Context: an optimization exercise on an open-source flow, tuned for small area, a short achievable clock period and few clock cycles. The choices shown serve that exercise and are no tape-out recipe. Only simulation tests tie the RTL to the original design; equivalence was not proved. No activity file was given, so power comes from the tool's default toggle rates.

// path_dot_segment_normalizer
module path_dot_segment_normalizer #(
    parameter int unsigned PATH_BYTES = pdsn_pkg::PDSN_PATH_BYTES
) (
    input  logic             i_clk,
    input  logic             i_rst_n,
    input  logic             start,
    output logic             busy,
    input  logic [1:0]       i_kind,
    input  logic [7:0]       i_char_byte,
    input  logic [9:0]       i_read_index,
    output logic             o_strobe,
    output logic [2:0]       o_status,
    output logic [pdsn_pkg::LEN_W-1:0] o_path_length,
    output logic [7:0]       o_data_byte
);
For scale: about 4500 cells after synthesis, ~2200 flip-flops, roughly 47 I/O pins, about 0.081 mm² of cells after synthesis.
export LEC_CHECK = 0
export ABC_CLOCK_PERIOD_IN_PS = 3000
export CAP_MARGIN = 20
export CORE_MARGIN = 2
export CORE_UTILIZATION = 60
export CTS_CLUSTER_DIAMETER = 60
export CTS_CLUSTER_SIZE = 30
export PLACE_DENSITY = 0.7
export SLEW_MARGIN = 20
export SYNTH_HIERARCHICAL = 1
export SYNTH_MEMORY_MAX_BITS = 16384
create_clock -name core_clock -period 9.0 [get_ports {i_clk}]
standard.sh (not shown) runs the stock make flow with config.mk's settings and CLKGATE_MAP_FILE= SYNTH_SCRIPT=/design/flow/synth_recipe.tcl, a recipe that flattens the netlist after the stock synthesis.
==> flow/flow/run.sh <==
#!/bin/bash
set -euo pipefail
sed 's|"\${@:-finish}"|SETUP_SLACK_MARGIN=6 "BUFFER_PORTS_ARGS=-buffer_cell sky130_fd_sc_hd__buf_4" "${@:-finish}"|' \
    standard.sh > flow_standard.sh
grep -q 'SETUP_SLACK_MARGIN=6' flow_standard.sh
bash flow_standard.sh finish > flow_make.log 2>&1
Testbench counts at the start, summed over its fixed seeds: cycles 22,325.
==> next run, changes <==
--- a/flow/design.v
+++ b/flow/design.v
@@ -77,24 +77,23 @@
 module pdsn_sel16 (
     input  logic [15:0] i_data,
     input  logic [15:0] i_sel,
     output logic        o_y
 );
     logic [5:0] n;
-    logic [1:0] p;
+    logic       a;
     for (genvar k = 0; k < 5; k++) begin : g_aoi
         pdsn_aoi222 u_aoi (
             .i_a (i_data[3 * k +: 3]),
             .i_b (i_sel[3 * k +: 3]),
             .o_n (n[k])
         );
     end
     pdsn_nand2 u_last (.i_a (i_data[15]), .i_b (i_sel[15]), .o_n (n[5]));
-    pdsn_nand3 u_p0 (.i_a (n[2:0]), .o_n (p[0]));
-    pdsn_nand3 u_p1 (.i_a (n[5:3]), .o_n (p[1]));
-    assign o_y = p[0] | p[1];
+    pdsn_and3 u_a (.i_a (n[2:0]), .o_y (a));
+    pdsn_nand4 u_y (.i_a ({a, n[5:3]}), .o_n (o_y));
 endmodule
 module pdsn_aoi222 (
     input  logic [2:0] i_a,
     input  logic [2:0] i_b,
     output logic       o_n
 );
@@ -104,14 +103,20 @@
     input  logic i_a,
     input  logic i_b,
     output logic o_n
 );
     assign o_n = ~(i_a & i_b);
 endmodule
-module pdsn_nand3 (
+module pdsn_and3 (
     input  logic [2:0] i_a,
+    output logic       o_y
+);
+    assign o_y = &i_a;
+endmodule
+module pdsn_nand4 (
+    input  logic [3:0] i_a,
     output logic       o_n
 );
     assign o_n = ~&i_a;
 endmodule
 import pdsn_pkg::*;
 module path_dot_segment_normalizer #(
@@ -393,13 +398,13 @@
             r_wcount <= '0;
             r_mode   <= MODE_PLAIN;
             r_first  <= 1'b1;
             r_err    <= ERR_NONE;
             r_final  <= '0;
             r_scan   <= 1'b0;
-            r_busy   <= 1'b0;
+            r_busy   <= 1'b1;
             r_strobe <= 1'b0;
         end else begin
             r_wcount <= n_wcount;
             r_mode   <= n_mode;
             r_first  <= n_first;
             r_err    <= n_err;
Result: The new run produced a clean layout. Die area fell by 0.49%. Synthesized cell count fell by about 2.3%. First-iteration DRC count fell by 8.3%. Final area fell by 0.68%. Worst setup slack gains 0.040 ns. Utilization fell by 0.29 points. Synthesized area fell by about 0.5%. Flip-flop and latch count rose by 1. Power rose by 1.2%. Wire length fell by 3.8%. Count of clock-buffer cells in the layout rose by 4. Combinational power rose by about 30%.
Testbench counts after the change, summed over its fixed seeds: cycles 22,325.

-- port drivers added, routing unchanged --
In the flow no input, the clock included, has a driving cell. The finished layouts below were timed again as built, in two steps. Step 1 assumes that a clkbuf_16 drives the clock port and a buf_2 every other input. Step 2 moves the port delays by t, midway between the first and last clock arrival at a register: inputs arrive t later, outputs are due t later. That takes back most of the time a late clock gives input paths. Three values: ideal ports, drivers, drivers and shift; two values: the first two.
run | shift t [ns] | slack for setup (ns) | slew at the worst register clock pin (ns) | cell pins on the clock port's net
the first run | 0.883 | 5.810 / 5.727 / 5.523 | 0.11 / 0.11 | 1
the second run | 0.872 | 5.850 / 5.767 / 5.457 | 0.10 / 0.10 | 1
After both steps setup and hold are still met in every run listed. The setup slack of the second run, which loses most, moves by -0.083 ns with the drivers and by -0.393 ns with both steps.
